Source: an optimization exercise on an open RTL-to-GDS flow (aim: small area). Production flows keep margins and buffers that such runs may drop. In this exercise RTL edits were held to simulation tests only and were not proved equivalent to the original. No activity file was given, so power comes from the tool's default toggle rates.

==> design/flow/design.v <==
package mipsDecodePkg;
    typedef enum logic [5:0] {
        OP_SPECIAL = 6'h00,
        OP_J       = 6'h02,
        OP_JAL     = 6'h03,
        OP_BEQ     = 6'h04,
        OP_BNE     = 6'h05,
        OP_ADDIU   = 6'h09,
        OP_SLTI    = 6'h0a,
        OP_ANDI    = 6'h0c,
        OP_ORI     = 6'h0d,
        OP_XORI    = 6'h0e,
        OP_LUI     = 6'h0f,
        OP_LW      = 6'h23,
        OP_SW      = 6'h2b
    } opcode_t;
    typedef enum logic [5:0] {
        F_SLL     = 6'h00,
        F_SRL     = 6'h02,
        F_SRA     = 6'h03,
        F_JR      = 6'h08,
        F_JALR    = 6'h09,
        F_SYSCALL = 6'h0c,
        F_ADDU    = 6'h21,
        F_SUBU    = 6'h23,
        F_AND     = 6'h24,
        F_OR      = 6'h25,
        F_XOR     = 6'h26,
        F_NOR     = 6'h27,
        F_SLT     = 6'h2a
    } funct_t;
    typedef enum logic [3:0] {
        ALU_NOP = 4'd0,
        ALU_ADD = 4'd1,
        ALU_SUB = 4'd2,
        ALU_AND = 4'd3,
        ALU_OR  = 4'd4,
        ALU_XOR = 4'd5,
        ALU_NOR = 4'd6,
        ALU_SLT = 4'd7,
        ALU_SLL = 4'd8,
        ALU_SRL = 4'd9,
        ALU_SRA = 4'd10,
        ALU_LUI = 4'd11
    } aluOp_t;
endpackage
`timescale 1ns/1ps
module instrDecoder (
    input  logic [32-1:0] instr,
    output logic                   link,
    output logic                   regDst,
    output logic                   jump,
    output logic                   jumpReg,
    output logic                   branch,
    output logic                   branchNotEqual,
    output logic                   memRead,
    output logic                   memWrite,
    output logic                   regWrite,
    output logic                   signExtend,
    output logic                   syscall,
    output mipsDecodePkg::aluOp_t  aluOp
);
    mipsDecodePkg::opcode_t opcode;
    mipsDecodePkg::funct_t  funct;
    assign opcode = mipsDecodePkg::opcode_t'(instr[31:26]);
    assign funct  = mipsDecodePkg::funct_t'(instr[5:0]);
    always_comb begin
        link           = 1'b0;
        regDst         = 1'b0;
        jump           = 1'b0;
        jumpReg        = 1'b0;
        branch         = 1'b0;
        branchNotEqual = 1'b0;
        memRead        = 1'b0;
        memWrite       = 1'b0;
        regWrite       = 1'b0;
        signExtend     = 1'b0;
        syscall        = 1'b0;
        aluOp          = mipsDecodePkg::ALU_NOP;
        case (opcode)
            mipsDecodePkg::OP_SPECIAL: begin
                case (funct)
                    mipsDecodePkg::F_SLL:  aluOp = mipsDecodePkg::ALU_SLL;
                    mipsDecodePkg::F_SRL:  aluOp = mipsDecodePkg::ALU_SRL;
                    mipsDecodePkg::F_SRA:  aluOp = mipsDecodePkg::ALU_SRA;
                    mipsDecodePkg::F_ADDU: aluOp = mipsDecodePkg::ALU_ADD;
                    mipsDecodePkg::F_SUBU: aluOp = mipsDecodePkg::ALU_SUB;
                    mipsDecodePkg::F_AND:  aluOp = mipsDecodePkg::ALU_AND;
                    mipsDecodePkg::F_OR:   aluOp = mipsDecodePkg::ALU_OR;
                    mipsDecodePkg::F_XOR:  aluOp = mipsDecodePkg::ALU_XOR;
                    mipsDecodePkg::F_NOR:  aluOp = mipsDecodePkg::ALU_NOR;
                    mipsDecodePkg::F_SLT:  aluOp = mipsDecodePkg::ALU_SLT;
                    mipsDecodePkg::F_JR: begin
                        jump    = 1'b1;
                        jumpReg = 1'b1;
                    end
                    mipsDecodePkg::F_JALR: begin
                        jump    = 1'b1;
                        jumpReg = 1'b1;
                        link    = 1'b1;
                        aluOp   = mipsDecodePkg::ALU_ADD;
                    end
                    mipsDecodePkg::F_SYSCALL: syscall = 1'b1;
                    default: ;
                endcase
                regDst   = (aluOp != mipsDecodePkg::ALU_NOP) || jump || syscall;
                regWrite = (aluOp != mipsDecodePkg::ALU_NOP);
            end
            mipsDecodePkg::OP_J: jump = 1'b1;
            mipsDecodePkg::OP_JAL: begin
                jump     = 1'b1;
                link     = 1'b1;
                regWrite = 1'b1;
                aluOp    = mipsDecodePkg::ALU_ADD;
            end
            mipsDecodePkg::OP_BEQ: begin
                branch     = 1'b1;
                signExtend = 1'b1;
                aluOp      = mipsDecodePkg::ALU_SUB;
            end
            mipsDecodePkg::OP_BNE: begin
                branch         = 1'b1;
                branchNotEqual = 1'b1;
                signExtend     = 1'b1;
                aluOp          = mipsDecodePkg::ALU_SUB;
            end
            mipsDecodePkg::OP_ADDIU: begin
                signExtend = 1'b1;
                regWrite   = 1'b1;
                aluOp      = mipsDecodePkg::ALU_ADD;
            end
            mipsDecodePkg::OP_SLTI: begin
                signExtend = 1'b1;
                regWrite   = 1'b1;
                aluOp      = mipsDecodePkg::ALU_SLT;
            end
            mipsDecodePkg::OP_ANDI: begin
                regWrite = 1'b1;
                aluOp    = mipsDecodePkg::ALU_AND;
            end
            mipsDecodePkg::OP_ORI: begin
                regWrite = 1'b1;
                aluOp    = mipsDecodePkg::ALU_OR;
            end
            mipsDecodePkg::OP_XORI: begin
                regWrite = 1'b1;
                aluOp    = mipsDecodePkg::ALU_XOR;
            end
            mipsDecodePkg::OP_LUI: begin
                regWrite = 1'b1;
                aluOp    = mipsDecodePkg::ALU_LUI;
            end
            mipsDecodePkg::OP_LW: begin
                memRead    = 1'b1;
                regWrite   = 1'b1;
                signExtend = 1'b1;
                aluOp      = mipsDecodePkg::ALU_ADD;
            end
            mipsDecodePkg::OP_SW: begin
                memWrite   = 1'b1;
                signExtend = 1'b1;
                aluOp      = mipsDecodePkg::ALU_ADD;
            end
            default: ;
        endcase
    end
endmodule
`timescale 1ns/1ps
module regFile (
    input  logic                      CLK,
    input  logic                      RESET,
    input  logic [5-1:0] readRegA,
    input  logic [5-1:0] readRegB,
    input  logic                      writeEnable,
    input  logic [5-1:0] writeReg,
    input  logic [32-1:0]    writeData,
    output logic [32-1:0]    readDataA,
    output logic [32-1:0]    readDataB
);
    logic [32-1:0] regs [32];
    always_ff @(posedge CLK or negedge RESET) begin
        if (!RESET) begin
            for (int i = 0; i < 32; i++) begin
                regs[i] <= '0;
            end
        end else if (writeEnable && (writeReg != '0)) begin
            regs[writeReg] <= writeData;
        end
    end
    always_comb begin
        if (readRegA == '0) begin
            readDataA = '0;
        end else begin
            readDataA = regs[readRegA];
        end
    end
    always_comb begin
        if (readRegB == '0) begin
            readDataB = '0;
        end else begin
            readDataB = regs[readRegB];
        end
    end
endmodule
`timescale 1ns/1ps
module operandIssue (
    input  logic                      CLK,
    input  logic                      RESET,
    input  logic                      instrValid,
    input  logic [32-1:0]    instr,
    input  logic [32-1:0]    pc,
    input  logic                      link,
    input  logic                      regDst,
    input  logic                      jump,
    input  logic                      jumpReg,
    input  logic                      branch,
    input  logic                      branchNotEqual,
    input  logic                      memRead,
    input  logic                      memWrite,
    input  logic                      regWrite,
    input  logic                      signExtend,
    input  logic                      syscall,
    input  mipsDecodePkg::aluOp_t     aluOp,
    input  logic [32-1:0]    rsValue,
    input  logic [32-1:0]    rtValue,
    output logic                      outValid,
    output logic [32-1:0]    instrOut,
    output logic [32-1:0]    pcOut,
    output logic [32-1:0]    operandA,
    output logic [32-1:0]    operandB,
    output logic [5-1:0] writeRegOut,
    output logic                      regWriteOut,
    output logic                      memReadOut,
    output logic                      memWriteOut,
    output logic [32-1:0]    memWriteData,
    output mipsDecodePkg::aluOp_t     aluOpOut,
    output logic [5-1:0] shiftAmount,
    output logic [32-1:0]    altPc,
    output logic                      requestAltPc,
    output logic                      sys
);
    localparam logic [5-1:0] linkReg = 31;
    logic [32-1:0]    pcPlus4;
    logic [32-1:0]    pcPlus8;
    logic [16-1:0]     imm;
    logic [32-1:0]    signImm;
    logic [32-1:0]    extImm;
    logic [32-1:0]    opA;
    logic [32-1:0]    opB;
    logic [5-1:0] destReg;
    logic [32-1:0]    targetPc;
    logic                      takeAlt;
    assign pcPlus4 = pc + 4;
    assign pcPlus8 = pc + 8;
    assign imm     = instr[15:0];
    assign signImm = {{(32 - 16){imm[16-1]}}, imm};
    assign extImm  = signExtend ? signImm : {{(32 - 16){1'b0}}, imm};
    assign opA = link ? '0 : rsValue;
    assign opB = link ? pcPlus8 : ((branch || regDst) ? rtValue : extImm);
    assign destReg = regDst ? instr[15:11] : (link ? linkReg : instr[20:16]);
    always_comb begin
        if (jumpReg) begin
            targetPc = rsValue;
        end else if (jump) begin
            targetPc = {pcPlus4[31:28], instr[25:0], 2'b00};
        end else if (branch) begin
            targetPc = pcPlus4 + {signImm[32-3:0], 2'b00};
        end else begin
            targetPc = '0;
        end
    end
    assign takeAlt = jump || (branch && ((rsValue == rtValue) != branchNotEqual));
    always_ff @(posedge CLK or negedge RESET) begin
        if (!RESET) begin
            outValid     <= 1'b0;
            instrOut     <= '0;
            pcOut        <= '0;
            operandA     <= '0;
            operandB     <= '0;
            writeRegOut  <= '0;
            regWriteOut  <= 1'b0;
            memReadOut   <= 1'b0;
            memWriteOut  <= 1'b0;
            memWriteData <= '0;
            aluOpOut     <= mipsDecodePkg::ALU_NOP;
            shiftAmount  <= '0;
            altPc        <= '0;
            requestAltPc <= 1'b0;
            sys          <= 1'b0;
        end else if (instrValid) begin
            outValid     <= 1'b1;
            instrOut     <= instr;
            pcOut        <= pc;
            operandA     <= opA;
            operandB     <= opB;
            writeRegOut  <= destReg;
            regWriteOut  <= regWrite && (destReg != '0);
            memReadOut   <= memRead;
            memWriteOut  <= memWrite;
            memWriteData <= rtValue;
            aluOpOut     <= aluOp;
            shiftAmount  <= instr[10:6];
            altPc        <= targetPc;
            requestAltPc <= takeAlt;
            sys          <= syscall;
        end else begin
            outValid     <= 1'b0;
            instrOut     <= '0;
            pcOut        <= '0;
            operandA     <= '0;
            operandB     <= '0;
            writeRegOut  <= '0;
            regWriteOut  <= 1'b0;
            memReadOut   <= 1'b0;
            memWriteOut  <= 1'b0;
            memWriteData <= '0;
            aluOpOut     <= mipsDecodePkg::ALU_NOP;
            shiftAmount  <= '0;
            altPc        <= '0;
            requestAltPc <= 1'b0;
            sys          <= 1'b0;
        end
    end
endmodule
`timescale 1ns/1ps
module decodeStage (
    input  logic                      CLK,
    input  logic                      RESET,
    input  logic                      instrValid,
    input  logic [32-1:0]    instr,
    input  logic [32-1:0]    pc,
    input  logic                      writeEnable,
    input  logic [5-1:0] writeReg,
    input  logic [32-1:0]    writeData,
    output logic                      outValid,
    output logic [32-1:0]    instrOut,
    output logic [32-1:0]    pcOut,
    output logic [32-1:0]    operandA,
    output logic [32-1:0]    operandB,
    output logic [5-1:0] writeRegOut,
    output logic                      regWriteOut,
    output logic                      memReadOut,
    output logic                      memWriteOut,
    output logic [32-1:0]    memWriteData,
    output mipsDecodePkg::aluOp_t     aluOpOut,
    output logic [5-1:0] shiftAmount,
    output logic [32-1:0]    altPc,
    output logic                      requestAltPc,
    output logic                      sys
);
    logic   link;
    logic   regDst;
    logic   jump;
    logic   jumpReg;
    logic   branch;
    logic   branchNotEqual;
    logic   memRead;
    logic   memWrite;
    logic   regWrite;
    logic   signExtend;
    logic   syscall;
    mipsDecodePkg::aluOp_t aluOp;
    logic [32-1:0] rsValue;
    logic [32-1:0] rtValue;
    instrDecoder decoder (
        .instr          (instr),
        .link           (link),
        .regDst         (regDst),
        .jump           (jump),
        .jumpReg        (jumpReg),
        .branch         (branch),
        .branchNotEqual (branchNotEqual),
        .memRead        (memRead),
        .memWrite       (memWrite),
        .regWrite       (regWrite),
        .signExtend     (signExtend),
        .syscall        (syscall),
        .aluOp          (aluOp)
    );
    regFile registers (
        .CLK         (CLK),
        .RESET       (RESET),
        .readRegA    (instr[25:21]),
        .readRegB    (instr[20:16]),
        .writeEnable (writeEnable),
        .writeReg    (writeReg),
        .writeData   (writeData),
        .readDataA   (rsValue),
        .readDataB   (rtValue)
    );
    operandIssue issue (
        .CLK            (CLK),
        .RESET          (RESET),
        .instrValid     (instrValid),
        .instr          (instr),
        .pc             (pc),
        .link           (link),
        .regDst         (regDst),
        .jump           (jump),
        .jumpReg        (jumpReg),
        .branch         (branch),
        .branchNotEqual (branchNotEqual),
        .memRead        (memRead),
        .memWrite       (memWrite),
        .regWrite       (regWrite),
        .signExtend     (signExtend),
        .syscall        (syscall),
        .aluOp          (aluOp),
        .rsValue        (rsValue),
        .rtValue        (rtValue),
        .outValid       (outValid),
        .instrOut       (instrOut),
        .pcOut          (pcOut),
        .operandA       (operandA),
        .operandB       (operandB),
        .writeRegOut    (writeRegOut),
        .regWriteOut    (regWriteOut),
        .memReadOut     (memReadOut),
        .memWriteOut    (memWriteOut),
        .memWriteData   (memWriteData),
        .aluOpOut       (aluOpOut),
        .shiftAmount    (shiftAmount),
        .altPc          (altPc),
        .requestAltPc   (requestAltPc),
        .sys            (sys)
    );
endmodule
==> design/flow/run.sh <==
#!/bin/bash
# synth_recipe.tcl (not shown) runs the flow's synth.tcl, then flattens the netlist and writes it again
# the make line also repeats each setting of config.mk as NAME=value (left out here)
make -C /OpenROAD-flow-scripts/flow DESIGN_CONFIG=/design/flow/config.mk WORK_HOME=/design/flow/orfs CLKGATE_MAP_FILE= SYNTH_SCRIPT=/design/flow/synth_recipe.tcl finish
==> design/flow/config.mk <==
export PLATFORM = sky130hd
export DESIGN_NAME = decodeStage
export DESIGN_NICKNAME = decodeStage
export VERILOG_FILES = /design/flow/design.v
export SDC_FILE = /design/flow/constraint.sdc
export NUM_CORES = 4
export LEC_CHECK = 0
export CAP_MARGIN = 20
export CORE_MARGIN = 2
export CORE_UTILIZATION = 40
export SLEW_MARGIN = 20
==> design/flow/constraint.sdc <==
create_clock -name core_clock -period 5.5 [get_ports {CLK}]
set_input_delay 1.1000 -clock core_clock [delete_from_list [all_inputs] [get_ports {CLK}]]
set_output_delay 1.1000 -clock core_clock [all_outputs]
set_load 0.01 [all_outputs]
==> results.py <==
metrics = {
    "clock_tree": {
        "cts_buffers": 139,
        "root_buffer": "clkbuf_16",
        "cts_setup_buffers": 0,
        "htreeDepth": 4,
        "clockBufferDepth": 3,
        "cts_tree": "yes",
        "holdBufCountCts": 0,
        "clk_latency_ns": 0.82,
        "cts_resized": 0,
        "numClockSinks": 1199,
        "path_clk_slew_ns": 0.06,
    },
    "power_and_ir_drop": {
        "powerDensity_nw_per_um2": 343,
        "vdd_drop_max_mv": 0.338,
        "static-leakage-power_nw": 33.7,
    },
    "sta": {
        "final.setup_skew_ns": 0.0338,
        "setup_tns_ns": 0,
        "finalSetupViolCount": 0,
        "drv_slew": 0,
        "setup_slack_ns": 0.571,
        "timing_hold_violations_final": 0,
        "hold_ws_ns": 0.258,
        "relSlewSlack": 0.143,
        "min_period_ns": 4.93,
        "post-route-period-util": 0.896,
        "rsz0062_at_grt": "false",
        "tightest_slew_ns": 1.28,
        "timing.fmax_mhz": 203,
    },
    "drt": {
        "wire_per_inst_um": 39.6,
        "drc_errors": 0,
        "viasPerCell": 7.10,
        "num_vias": 60600,
        "drt_first_pass_iters": 10,
        "drtIter0Drc": 10700,
        "ant_nets": 0,
        "wl_mm": 339,
    },
    "logic_synthesis": {
        "ys_seq_area_frac": 0.471,
        "synth_top_area_frac": 0.471,
        "synthXorXnorAreaFrac": 0.0149,
        "synthFlopType": "dfrtp_1",
        "netlist_area_um2": 63600,
        "yosys_warnings": 4,
        "async_flop_share": 1.00,
        "synth_top_family_by_area": "simple AND/OR/NAND/NOR gates",
        "synth_compound_area_frac": 0.102,
        "synth_cell_type_count": 91,
        "synth_area_per_cell_um2": 10.6,
        "synthAdderAreaFrac": 0.00759,
        "yosysMostFrequentCell": "dfrtp_1",
        "syn-num-nets": 6158,
        "syn_inst": 6015,
        "yosysTopAreaCell": "dfrtp_1",
        "synth-simple-area-share": 0.181,
        "synth.area.top_cells": "dfrtp_1 47%, mux2_2 18%, nand3_1 5.7%",
        "synth_edf_count": 0,
        "synthMuxAreaShare": 0.181,
        "synth_common_cells": "1199 x dfrtp_1, 997 x mux2_2, 722 x nand3_1",
        "ys_ff_latch": 1199,
    },
    "placement": {
        "hpwl_mm": 220,
        "place.port_buffers": 316,
        "placed_cell_area_um2": 71500,
        "dp_slack_ns": -0.0440,
        "dp.cells": 8276,
        "globalplace.congestion": 0.995,
    },
    "worst_setup_path": {
        "cpPeakStageDelay_ns": 1.00,
        "worstPathArrival_ns": 5.62,
        "critPathCaptureType": "flop",
        "crit_required_ns": 6.19,
        "crit_buf_inv": 2,
        "crit_top_cell": "nand4_1",
        "worstSetupStartpointType": "input port",
        "crit_type": "in2reg",
        "critPathMaxFanout": 21,
        "cp_top_family": "simple AND/OR/NAND/NOR gates",
        "cp_slowest_cell": "o31ai_1",
        "cp_cell_sequence": "buf_2 -> and3b_2 -> buf_4 -> and3_1 -> a2111oi_0 -> nand4_1 -> o31ai_1 -> xor2_1 -> nor4_1 -> nand4_1 -> or3_1 -> a211o_1",
    },
    "grt": {
        "antenna_found_initial": 33,
        "gr-max-usage-layer": "met2",
        "gr-usage-met1": 0.500,
        "grt-ovfl-total": 0,
        "grt_pass1_vias": 58300,
        "grt_util_met2": 0.579,
        "grt_max_degree": 141,
        "grt_pass1_wl_mm": 466,
        "grt_use_met3": 0.167,
        "grtUsageTotal": 0.406,
    },
    "finish": {
        "area_growth_syn_to_layout_pct": 19.6,
        "final_nets": 6489,
        "finalInstanceArea_um2": 76100,
        "fin_cells": 8543,
        "final.fill_count": 14600,
        "ff_latch_area_um2": 30000,
        "drive_above_1_share": 0.286,
        "multi_input_area_um2": 31300,
    },
    "floorplan": {
        "rows": 146,
        "dieArea_um2": 162000,
        "core_area_um2": 158000,
        "initial_core_util": 0.402,
        "chipHeight_um": 403,
        "io_pins": 317,
        "die-width_um": 403,
    },
    "job": {
        "maxCapViolCount": 0,
    },
    "min_path": {
        "hold_class": "in2async",
    },
    "status": {
        "status": "complete, no violations",
    },
}
-- final cells by class --
cell class                      instances  area share
Tap cell                             2072      0.0340
Multi-Input combinational cell       4184       0.412
Inverter                               24     0.00118
Clock inverter                         43     0.00616
Clock buffer                          205      0.0548
Sequential cell                      1199       0.394
Timing Repair Buffer                  798      0.0975
Antenna cell                           18    0.000592
-- sequential cells by signal, indices dropped and copies added (netlist names), 4 cells and up --
register / cells
registers.regs: 992
issue.altPc: 32
issue.instrOut: 32
issue.memWriteData: 32
issue.operandA: 32
issue.operandB: 32
issue.pcOut: 32
issue.writeRegOut: 5
issue.aluOpOut: 4
-- worst reg2reg max path, stage by stage (launching register included) --
cell and delay (ns):
dfrtp_1 0.39, and3_1 0.14, a2111oi_0 0.46, nand4_1 0.21, o31ai_1 1.01, xor2_1 0.27
nor4_1 0.33, nand4_1 0.15, or3_1 0.38, a211o_1 0.26
-- layer usage --
layer	up-vias	routed length, um
li1	23200	-
met1	30300	122000
met2	5483	139000
met3	1627	49000
met4	24	27700
met5	-	354
-- cell usage in the layout, fill, tap and decap left out, types with 18 or more instances in the layout --
cell type,netlist,layout
nor4_1,69,68
o211ai_1,25,25
nor3_1,47,43
clkbuf_1,391,27
a22o_1,28,28
a211oi_1,24,24
inv_1,22,22
a221oi_1,22,22
and4_1,25,25
clkbuf_8,0,34
nand3_1,722,721
dfrtp_1,1199,1199
nand2_1,227,215
clkdlybuf4s50_1,0,297
and2_1,98,95
xor2_1,54,54
and3_1,335,333
o21ai_0,54,53
ha_1,37,37
buf_12,0,57
a31oi_1,39,39
nor2_2,13,29
buf_4,21,427
mux2_2,997,997
mux2i_1,30,30
a21o_1,21,21
diode_2,0,18
xnor2_1,54,54
nand3b_1,20,20
a22oi_1,250,250
nor2b_1,24,18
a21oi_1,171,171
a32oi_1,28,28
clkbuf_16,0,144
a2111oi_0,90,90
nand4_1,239,239
nor2_1,185,153
-- per-stage QoR --
step,util,total power [mW]
after floorplan,-,13.8
after global placement,0.452,16.2
after detailed placement,0.452,16.3
after CTS,0.481,25.8
after global routing,0.481,26.7
final,0.481,26.1
-- logic make-up (layout without fill, tap and decap cells) --
kind of cell,count (synthesis),in the layout
xor+xnor,108,108
mux,1027,1027
fa+ha+maj,38,38
compound gates,891,891
flops,1199,1199
simple gates,2120,2120
other cells,0,18
buf+inv,632,1070
-- path summary, 6_finish.rpt --
check	start	slack, ns	cells after the start	end
max in group asynchronous	RESET	3.77	3	registers.regs[4][23]$_DFFE_PN0P_
worst min register to register	registers.regs[8][29]$_DFFE_PN0P_	0.52	1	registers.regs[8][29]$_DFFE_PN0P_
min in group core_clock	registers.regs[8][29]$_DFFE_PN0P_	0.52	1	registers.regs[8][29]$_DFFE_PN0P_
worst max-delay path	instr[17]	0.57	12	issue.requestAltPc$_DFF_PN0_
worst min-delay path	RESET	0.26	1	issue.memWriteData[7]$_DFF_PN0_
worst max register to register	registers.regs[17][11]$_DFFE_PN0P_	1.80	9	issue.requestAltPc$_DFF_PN0_
-- power by group --
part / internal (mW) / leakage, nW / switching (mW)
Clock: 5.59 / 2.27 / 4.01
Sequential: 10.4 / 15.4 / 1.46
Combinational: 2.09 / 16.0 / 2.60

-- what the ideal ports hide --
How much do the figures lean on ideal ports? The routed layout below was timed once more, with nothing changed but the port constraints. Step 1 sets driving cells, clkbuf_16 on the clock port and buf_2 on the other inputs (assumed; they add their load-dependent delay and slew). Step 2 times the ports against the registers' clock, not the clock port: input delays grow and output delays shrink by t, the midpoint of the rising clock arrivals with the driver on. Slacks: no drivers / after step 1 / after step 2; pairs: no drivers / after step 1.
t (ns): 0.892
setup WS [ns]: 0.571 / 0.634 / -0.258
pins driven straight from the clock port: 1
With both steps, setup timing fails in this run, where it was met with ideal ports. The setup slack of this run moves by +0.063 ns with the drivers and by -0.829 ns with both steps.
